This design comes from an exercise in tuning for a short achievable clock period and few clock cycles per item on the open sky130 flow, not from production work. In this exercise RTL edits were held to simulation tests only and were not proved equivalent to the original. Power is estimated from default activity; no workload was simulated.

==> design.v <==
package mdc_data_pkg;
    localparam int entry_w = 11;
    localparam int n_det2 = 9;
    localparam int n_det3 = 4;
    typedef logic signed [entry_w-1:0] entry_t;
    typedef logic signed [2*entry_w:0] det2_t;
    typedef logic signed [50:0] det3_t;
    typedef struct packed {
        entry_t [0:3][0:3] e;
    } matrix_t;
    localparam int result_w = 207;
    typedef logic [result_w-1:0] result_t;
endpackage
package mdc_ctrl_pkg;
    localparam int mode_w = 5;
    localparam int mode_code_w = 9;
    localparam int data_code_w = 15;
    typedef logic [mode_w-1:0] mode_t;
    localparam mode_t mode_det3 = 5'b00110;
    typedef enum logic [1:0] {
        IDLE,
        READ,
        CALC,
        OUT
    } phase_t;
    typedef logic [3:0] step_t;
    localparam int det2_steps = 9;
    localparam int det3_steps = 12;
    typedef struct packed {
        logic  det2_en;
        logic  det3_en;
        step_t step;
        logic  load;
        logic  sel_det3;
    } ctrl_t;
endpackage
`timescale 1ns/10ps
module hamming_decoder #(
    parameter int data_w = 11
) (
    input  logic [data_w+$clog2(data_w+$clog2(data_w)+1)-1:0] code,
    output logic [data_w-1:0]                                 data
);
    localparam int par_w = $clog2(data_w + $clog2(data_w) + 1);
    localparam int code_w = data_w + par_w;
    logic [par_w-1:0]  syndrome;
    logic [code_w-1:0] fixed;
    logic [data_w-1:0] bits;
    always_comb begin
        syndrome = '0;
        for (int pos = 1; pos <= code_w; pos++) begin
            if (code[code_w-pos]) begin
                syndrome = syndrome ^ par_w'(pos);
            end
        end
    end
    always_comb begin
        fixed = code;
        if (syndrome != '0 && syndrome <= code_w) begin
            fixed[code_w-syndrome] = ~code[code_w-syndrome];
        end
    end
    always_comb begin
        int k;
        k = data_w - 1;
        bits = '0;
        for (int pos = 1; pos <= code_w; pos++) begin
            if ((pos & (pos - 1)) != 0) begin
                bits[k] = fixed[code_w-pos];
                k = k - 1;
            end
        end
    end
    assign data = bits;
endmodule
`timescale 1ns/10ps
module mdc_ctrl (
    input  logic                   clk,
    input  logic                   rst_n,
    input  logic                   in_valid,
    input  logic [mdc_ctrl_pkg::mode_code_w-1:0] in_mode,
    output logic                   vq,
    output logic [3:0]             cnt,
    output logic                   mode3
);
    logic [mdc_ctrl_pkg::mode_code_w-1:0] mode_q;
    mdc_ctrl_pkg::mode_t                  mode;
    hamming_decoder #(.data_w(mdc_ctrl_pkg::mode_w)) u_mode_dec (
        .code (mode_q),
        .data (mode)
    );
    always_ff @(posedge clk or negedge rst_n) begin
        if (!rst_n) begin
            vq  <= 1'b0;
            cnt <= '0;
        end else begin
            vq  <= in_valid;
            cnt <= vq ? cnt + 4'd1 : 4'd0;
        end
    end
    always_ff @(posedge clk) begin
        mode_q <= in_mode;
        if (vq && cnt == 4'd0) begin
            mode3 <= (mode == mdc_ctrl_pkg::mode_det3);
        end
    end
endmodule
`timescale 1ns/10ps
module matrix_store (
    input  logic                   clk,
    input  logic [mdc_ctrl_pkg::data_code_w-1:0] in_data,
    input  logic                   vq,
    input  logic [3:0]             cnt,
    output logic [10:0]            e,
    output logic [16*11-1:0]       m
);
    logic [mdc_ctrl_pkg::data_code_w-1:0] code_q;
    logic [14:0][10:0]      st;
    hamming_decoder #(.data_w(mdc_data_pkg::entry_w)) u_data_dec (
        .code (code_q),
        .data (e)
    );
    always_ff @(posedge clk) begin
        code_q <= in_data;
    end
    always_ff @(posedge clk) begin
        for (int i = 0; i < 15; i++) begin
            if (vq && cnt == 4'(i)) begin
                st[i] <= e;
            end
        end
    end
    assign m = {11'd0, st};
endmodule
`timescale 1ns/10ps
module det2_unit (
    input  logic signed [10:0] p,
    input  logic signed [10:0] q,
    input  logic signed [10:0] r,
    input  logic signed [10:0] s,
    output logic signed [22:0] y
);
    assign y = p * q - r * s;
endmodule
`timescale 1ns/10ps
module det3_unit (
    input  logic signed [10:0] e,
    input  logic signed [22:0] y,
    input  logic signed [33:0] acc,
    output logic signed [33:0] r
);
    assign r = e * y + acc;
endmodule
`timescale 1ns/10ps
module result_reg (
    input  logic                   clk,
    input  logic                   rst_n,
    input  logic                   vq,
    input  logic [3:0]             cnt,
    input  logic                   mode3,
    input  logic signed [33:0]     r0,
    input  logic signed [33:0]     r1,
    output logic                   out_valid,
    output mdc_data_pkg::result_t  out_data
);
    logic [50:0] d0;
    logic [50:0] d1;
    assign d0 = {{17{r0[33]}}, r0};
    assign d1 = {{17{r1[33]}}, r1};
    always_ff @(posedge clk or negedge rst_n) begin
        if (!rst_n) begin
            out_valid <= 1'b0;
        end else begin
            out_valid <= vq && cnt == 4'd15;
        end
    end
    always_ff @(posedge clk) begin
        if (vq) begin
            if (mode3) begin
                case (cnt)
                    4'd10: out_data[206:153] <= {3'b000, d0};
                    4'd11: out_data[152:102] <= d1;
                    4'd14: out_data[101:51]  <= d0;
                    4'd15: out_data[50:0]    <= d1;
                    default: ;
                endcase
            end else begin
                case (cnt)
                    4'd5:  out_data[206:184] <= r0[22:0];
                    4'd6:  out_data[183:161] <= r1[22:0];
                    4'd7:  out_data[160:138] <= r0[22:0];
                    4'd9:  out_data[137:115] <= r0[22:0];
                    4'd10: out_data[114:92]  <= r1[22:0];
                    4'd11: out_data[91:69]   <= r0[22:0];
                    4'd13: out_data[68:46]   <= r1[22:0];
                    4'd14: out_data[45:23]   <= r0[22:0];
                    4'd15: out_data[22:0]    <= r1[22:0];
                    default: ;
                endcase
            end
        end
    end
endmodule
`timescale 1ns/10ps
module mdc_top (
    input  logic                   clk,
    input  logic                   rst_n,
    input  logic                   in_valid,
    input  logic [mdc_ctrl_pkg::data_code_w-1:0] in_data,
    input  logic [mdc_ctrl_pkg::mode_code_w-1:0] in_mode,
    output logic                   out_valid,
    output mdc_data_pkg::result_t                out_data
);
    logic              vq;
    logic [3:0]        cnt;
    logic              mode3;
    logic [10:0]       e;
    logic [16*11-1:0]  m;
    mdc_ctrl u_ctrl (
        .clk      (clk),
        .rst_n    (rst_n),
        .in_valid (in_valid),
        .in_mode  (in_mode),
        .vq       (vq),
        .cnt      (cnt),
        .mode3    (mode3)
    );
    matrix_store u_store (
        .clk      (clk),
        .in_data  (in_data),
        .vq       (vq),
        .cnt      (cnt),
        .e        (e),
        .m        (m)
    );
    logic [15:0][10:0] mv;
    assign mv = m;
    localparam logic [10:0] ONE  = 11'd1;
    localparam logic [10:0] ZERO = 11'd0;
    logic [10:0] p0, q0, s0, t0;
    logic [10:0] p1, q1, s1, t1;
    logic        c0_nx, c1_nx;
    logic signed [22:0] y0_nx, y1_nx;
    always_comb begin
        p0 = ZERO; q0 = ZERO; s0 = ZERO; t0 = ZERO; c0_nx = 1'b0;
        p1 = ZERO; q1 = ZERO; s1 = ZERO; t1 = ZERO; c1_nx = 1'b0;
        if (mode3) begin
            case (cnt + 4'd1)
                4'd8:  begin p0 = mv[1]; q0 = mv[6];  s0 = mv[2]; t0 = mv[5];  c0_nx = 1'b1; end
                4'd9:  begin p0 = mv[2]; q0 = mv[4];  s0 = mv[0]; t0 = mv[6];  end
                4'd10: begin p0 = mv[0]; q0 = mv[5];  s0 = mv[1]; t0 = mv[4];  end
                4'd12: begin p0 = mv[5]; q0 = mv[10]; s0 = mv[6]; t0 = mv[9];  c0_nx = 1'b1; end
                4'd13: begin p0 = mv[6]; q0 = mv[8];  s0 = mv[4]; t0 = mv[10]; end
                4'd14: begin p0 = mv[4]; q0 = mv[9];  s0 = mv[5]; t0 = mv[8];  end
                default: ;
            endcase
            case (cnt + 4'd1)
                4'd9:  begin p1 = mv[2]; q1 = mv[7];  s1 = mv[3]; t1 = mv[6];  c1_nx = 1'b1; end
                4'd10: begin p1 = mv[3]; q1 = mv[5];  s1 = mv[1]; t1 = mv[7];  end
                4'd11: begin p1 = mv[1]; q1 = mv[6];  s1 = mv[2]; t1 = mv[5];  end
                4'd13: begin p1 = mv[6]; q1 = mv[11]; s1 = mv[7]; t1 = mv[10]; c1_nx = 1'b1; end
                4'd14: begin p1 = mv[7]; q1 = mv[9];  s1 = mv[5]; t1 = mv[11]; end
                4'd15: begin p1 = mv[5]; q1 = mv[10]; s1 = mv[6]; t1 = mv[9];  end
                default: ;
            endcase
        end else begin
            case (cnt + 4'd1)
                4'd4:  begin s0 = mv[1];  t0 = ONE; c0_nx = 1'b1; end
                4'd5:  begin p0 = mv[0];  q0 = ONE; end
                4'd6:  begin s0 = mv[3];  t0 = ONE; c0_nx = 1'b1; end
                4'd7:  begin p0 = mv[2];  q0 = ONE; end
                4'd8:  begin s0 = mv[5];  t0 = ONE; c0_nx = 1'b1; end
                4'd9:  begin p0 = mv[4];  q0 = ONE; end
                4'd10: begin s0 = mv[7];  t0 = ONE; c0_nx = 1'b1; end
                4'd11: begin p0 = mv[6];  q0 = ONE; end
                4'd13: begin s0 = mv[10]; t0 = ONE; c0_nx = 1'b1; end
                4'd14: begin p0 = mv[9];  q0 = ONE; end
                default: ;
            endcase
            case (cnt + 4'd1)
                4'd5:  begin s1 = mv[2];  t1 = ONE; c1_nx = 1'b1; end
                4'd6:  begin p1 = mv[1];  q1 = ONE; end
                4'd9:  begin s1 = mv[6];  t1 = ONE; c1_nx = 1'b1; end
                4'd10: begin p1 = mv[5];  q1 = ONE; end
                4'd12: begin s1 = mv[9];  t1 = ONE; c1_nx = 1'b1; end
                4'd13: begin p1 = mv[8];  q1 = ONE; end
                4'd14: begin s1 = mv[11]; t1 = ONE; c1_nx = 1'b1; end
                4'd15: begin p1 = mv[10]; q1 = ONE; end
                default: ;
            endcase
        end
    end
    det2_unit u_cof0 (.p(p0), .q(q0), .r(s0), .s(t0), .y(y0_nx));
    det2_unit u_cof1 (.p(p1), .q(q1), .r(s1), .s(t1), .y(y1_nx));
    logic signed [22:0] y0, y1;
    logic               clr0, clr1;
    logic signed [33:0] acc0, acc1;
    logic signed [33:0] r0, r1;
    always_ff @(posedge clk) begin
        y0   <= y0_nx;
        y1   <= y1_nx;
        clr0 <= c0_nx;
        clr1 <= c1_nx;
        acc0 <= r0;
        acc1 <= r1;
    end
    det3_unit u_mac0 (.e(e), .y(y0), .acc(clr0 ? 34'sd0 : acc0), .r(r0));
    det3_unit u_mac1 (.e(e), .y(y1), .acc(clr1 ? 34'sd0 : acc1), .r(r1));
    result_reg u_result (
        .clk       (clk),
        .rst_n     (rst_n),
        .vq        (vq),
        .cnt       (cnt),
        .mode3     (mode3),
        .r0        (r0),
        .r1        (r1),
        .out_valid (out_valid),
        .out_data  (out_data)
    );
endmodule
==> run.sh <==
#!/bin/bash
# synth_recipe.tcl (not shown) runs the flow's synth.tcl, then flattens the netlist and writes it again
# the make line also repeats each setting of config.mk as NAME=value (left out here)
make -C /OpenROAD-flow-scripts/flow DESIGN_CONFIG=/design/flow/config.mk WORK_HOME=/design/flow/orfs CLKGATE_MAP_FILE= SYNTH_SCRIPT=/design/flow/synth_recipe.tcl finish
==> config.mk <==
export PLATFORM = sky130hd
export DESIGN_NAME = mdc_top
export DESIGN_NICKNAME = mdc_top
export VERILOG_FILES = /design/flow/design.v
export SDC_FILE = /design/flow/constraint.sdc
export NUM_CORES = 8
export LEC_CHECK = 0
export CAP_MARGIN = 20
export CORE_MARGIN = 2
export CORE_UTILIZATION = 40
export SETUP_SLACK_MARGIN = 1.0
export SLEW_MARGIN = 20
==> constraint.sdc <==
create_clock -name core_clock -period 25.0 [get_ports {clk}]
set_input_delay 5.0000 -clock core_clock [delete_from_list [all_inputs] [get_ports {clk}]]
set_output_delay 5.0000 -clock core_clock [all_outputs]
set_load 0.01 [all_outputs]
==> metrics.md <==
| Metric | Value |
|---|---|
| CTS sink cnt | 486 |
| Static Leak | 28.4 nW |
| Drt drc | 0 |
| Final Hold Vio Count | 0 |
| Worst-path clk slew | 0.06 ns |
| Register area | ~0.013 sq mm |
| Vias in the first global route | roughly 46000 |
| Share of cells above drive strength 1 | 4.58% |
| Post-CTS setup buffer count | 0 |
| Slowest CP cell | nand2_1 |
| Pin count of the biggest net entering global routing | 72 |
| Mapped Cells | around 6300 |
| Clock Latency Late Sink | about 0.7 ns |
| Crit path top cell by count | fa_1 |
| Worst Max-Slew Pin Slew | around 1.2 ns |
| Maximum clock frequency | a little under 90 MHz |
| Largest family of logic cells by synthesized area | adder cells |
| Hold Path Class | reg2reg |
| GR Util All Layers | between 20% and 30% |
| Antenna-violating nets left | 0 |
| Ys async rst share | 1.23% |
| Total Power | ~4.4 mW |
| GRT Residual Overflow | 0 |
| Core area | ~0.15 sq mm |
| Footprint of the multi-input gates | roughly 0.042 sq mm |
| Die area | between 0.15 and 0.2 sq mm |
| Area grow syn2layout | 11.0% |
| Synthesized area | around 0.061 sq mm |
| Worst-case vdd ir drop | 83.2 uV |
| Worst Path Required | between 20 and 30 ns |
| DRT iter0 DRCs | between 4000 and 5000 |
| Worst setup EP type | flip-flop |
| Aggregate routed wire length | around 170 mm |
| Setup TNS | 0 ns |
| Crit path largest cell delay | a little under 0.8 ns |
| Avg WL per Cell | around 20 um |
| Final Setup Violations | 0 |
| Startpoint types | flip-flop |
| IO buf count | ~230 |
| GPL Wtd Cong | around 0.90 |
| Post-cts sizing count | 0 |
| Post-synth EDFFs | 340 |
| Max transition margin | between 20 and 25% |
| Status | finished clean |
| Top Ports | 235 |
| WP data arrival | 11.59 ns |
| Row count | approximately 140 |
| Cell taking the most area after synthesis | fa_1 |
| Complex-gate fraction of the synthesized area | about a tenth |
| Yosys warnings | 6 |
| Post-Synth Adder-Cell Area | around 41% |
| Util after Layout | around 45% |
| # hold bufs at CTS | 0 |
| Vias/cell | about 5.3 |
| Post-synthesis sequential area ratio | roughly 22% |
| Synth Net Count | 7705 |
| CTS Buffer Depth | 3 |
| Final setup skew | roughly 0.054 ns |
| Share of the synthesized area in the top cell type | between 30% and 40% |
| Critical path class | reg2reg |
| Htree depth | 2 |
| Initial core utilization | about 40% |
| Seq cells post-synth | a little under 500 |
| Flop-to-flop setup slack | around 14 ns |
| Period utilization | between 40% and 50% |
| Detailed Place HPWL | ~130 mm |
| Initial antenna violation count | 5 |
| Post-synthesis mux area share | less than 1% |
| Routed via count | 44997 |
| Simple-gate share of the synthesized area | a little over an eighth |
| PD cells | 65.5 mW/mm^2 |
| Commonest non-fill, non-tap cell in the layout | inv_1 |
| CTS Buf Count | 57 |
| First-pass GRT wire length | between 200 and 300 mm |
| Unrepaired setup endpoints after global routing | false |
| Slew Viols, Final | 0 |
| Max Cap Violations | 0 |
| Reg2reg path depth | 30 |
| Most frequent cells in the layout | inv_1, fa_1, nand2_1, ha_1, edfxtp_1 |
| Post-route minimum period | approximately 11 ns |
| Mapped Avg Cell Area | between 9 and 10 sq um |
| Die H | roughly 390 um |
| First-pass detailed-route iteration total | 6 |
| Synth top area cells | fa_1, edfxtp_1, ha_1, inv_1, nand2_1 |
| # fillers | approximately 14000 |
| CP Max Fanout | 40 |
| Hold depth | 1 |
| XOR/XNOR Fraction of Synth Area | 3.70% |
| CTS root buf | clkbuf_16 |
| Die X | between 300 and 400 um |
| Top FF cell, synth | edfxtp_1 |
| Nets | 7810 |
| Number of distinct library cells after synthesis | 83 |
| CTS tree | done |
==> cell usage after synthesis, types with 10 or more instances <==
| master | number |
|---|---|
| a21boi_0 | 10 |
| ha_1 | 416 |
| o211ai_1 | 11 |
| a221oi_1 | 55 |
| and2_1 | 226 |
| and3_1 | 16 |
| dfxtp_1 | 140 |
| mux2i_1 | 11 |
| buf_4 | 10 |
| clkbuf_1 | 221 |
| a221o_1 | 13 |
| a211oi_1 | 16 |
| a22oi_1 | 169 |
| inv_1 | 1171 |
| a22o_1 | 43 |
| xor2_1 | 55 |
| buf_1 | 20 |
| o22a_1 | 13 |
| buf_2 | 37 |
| nor3_1 | 41 |
| or3_1 | 16 |
| nor2b_1 | 125 |
| o21ai_0 | 143 |
| o31ai_1 | 14 |
| nand2_1 | 861 |
| a21oi_1 | 148 |
| o21bai_1 | 24 |
| xnor2_1 | 186 |
| a31oi_1 | 31 |
| o21a_1 | 18 |
| nand3_1 | 51 |
| nor2_1 | 264 |
| a21o_1 | 69 |
| o22ai_1 | 37 |
| nand2b_1 | 99 |
| or2_2 | 16 |
| edfxtp_1 | 340 |
| fa_1 | 990 |
==> metal layers <==
metal  global-route usage [%]  routed length [um]  vias to the layer above
li1                         -                   -                    20143
met1                     29.8               70500                    22970
met2                     37.7               82800                     1620
met3                     3.14               11700                      264
met4                     5.76                4490                        0
met5                        0                   0                        -
==> worst max-delay path: cells and delay by family (launching register included) <==
family | cells | cell delay [ns]
simple gates | 6 | 2.00
flops | 1 | 0.41
xor+xnor | 4 | 1.88
buf+inv | 4 | 0.73
compound gates | 9 | 2.59
fa+ha+maj | 7 | 3.25
==> registers in the layout, summed over array words and instances, names as in the netlist <==
name and count:
clr0 1, u_store.code_q 15, u_ctrl.mode_q 9, u_store.st 132
u_result.out_valid 1, u_ctrl.vq 1, u_result.out_data 207, acc1 34
y1 23, clr1 1, u_ctrl.cnt 4, acc0 34
y0 23, u_ctrl.mode3 1
==> kinds of logic (layout without fill, tap and decap cells) <==
| family | after synthesis | count (layout) |
|---|---|---|
| multiplexers | 17 | 17 |
| other | 0 | 3 |
| AO/OA/AOI/OAI | 890 | 890 |
| XOR/XNOR | 247 | 247 |
| flip-flops | 486 | 486 |
| AND/OR/NAND/NOR | 1765 | 1765 |
| buffers and inverters | 1461 | 1615 |
| adder cells (fa/ha/maj) | 1406 | 1406 |
==> power breakdown <==
part	total [mW]	internal [mW]	switching [mW]
registers	1.13	1.10	0.0247
clock network	0.866	0.486	0.380
logic	2.41	0.805	1.60
==> worst paths after layout <==
| check | from | endpoint |
|---|---|---|
| min reg2reg | u_ctrl.cnt[0] | u_ctrl.cnt[0] |
| max | u_store.code_q[2] | u_result.out_data[49] |
| min | u_ctrl.cnt[0] | u_ctrl.cnt[0] |
| min in group asynchronous | rst_n | u_ctrl.vq |
| max in group asynchronous | rst_n | u_result.out_valid |
| max reg2reg | u_store.code_q[2] | u_result.out_data[49] |
==> stage by stage <==
stage          worst slack (ns)  cells  hold slack, ns  instance area, sq um
6_report                  13.78   8445           0.569                 67200
5_1_grt                   13.10   8442           0.608                 67200
4_1_cts                   13.81   8440           0.569                 67100
3_5_place_dp              13.85   8332           0.559                 65200
3_3_place_gp              14.02   8332           0.540                 65200
2_1_floorplan             16.20   6272           0.514                 60500
==> cell type report <==
cell class	count	area share [%]
multi-input combinational	4325	62.6
sequential	486	19.6
inverter	1173	6.55
timing repair buffer	334	4.60
tap	2016	3.75
clock buffer	67	2.23
clock inverter	41	0.637
antenna	3	0.0112
Testbench counts, summed over its fixed seeds: cycles 6,528, matrices 384.

-- afterwards: timing with drivers on the ports --
Ports are ideal in the flow. The routed layout listed here was re-timed in OpenROAD. Step 1: set_driving_cell puts a clkbuf_16 on clk and a buf_2 on each other input, an assumption about the parent block. Step 2, shift: input delay + t, output delay - t, t = (earliest + latest rising clock arrival at the registers) / 2. This alone moves slack from input paths to output paths. Slacks: ideal ports / drivers / drivers and shift; pairs: ideal ports / drivers.
shift t [ns]: 0.747
setup WS [ns]: 13.776 / 13.776 / 13.776
latest minus earliest clock arrival (ns): 0.055 / 0.054
worst register clock-pin slew, ns: 0.07 / 0.07
worst slew at a driven data input, ns: 0.04
After both steps setup and hold are still met in this run. The setup slack of this run moves by 0.000 ns with the drivers and by 0.000 ns with both steps.
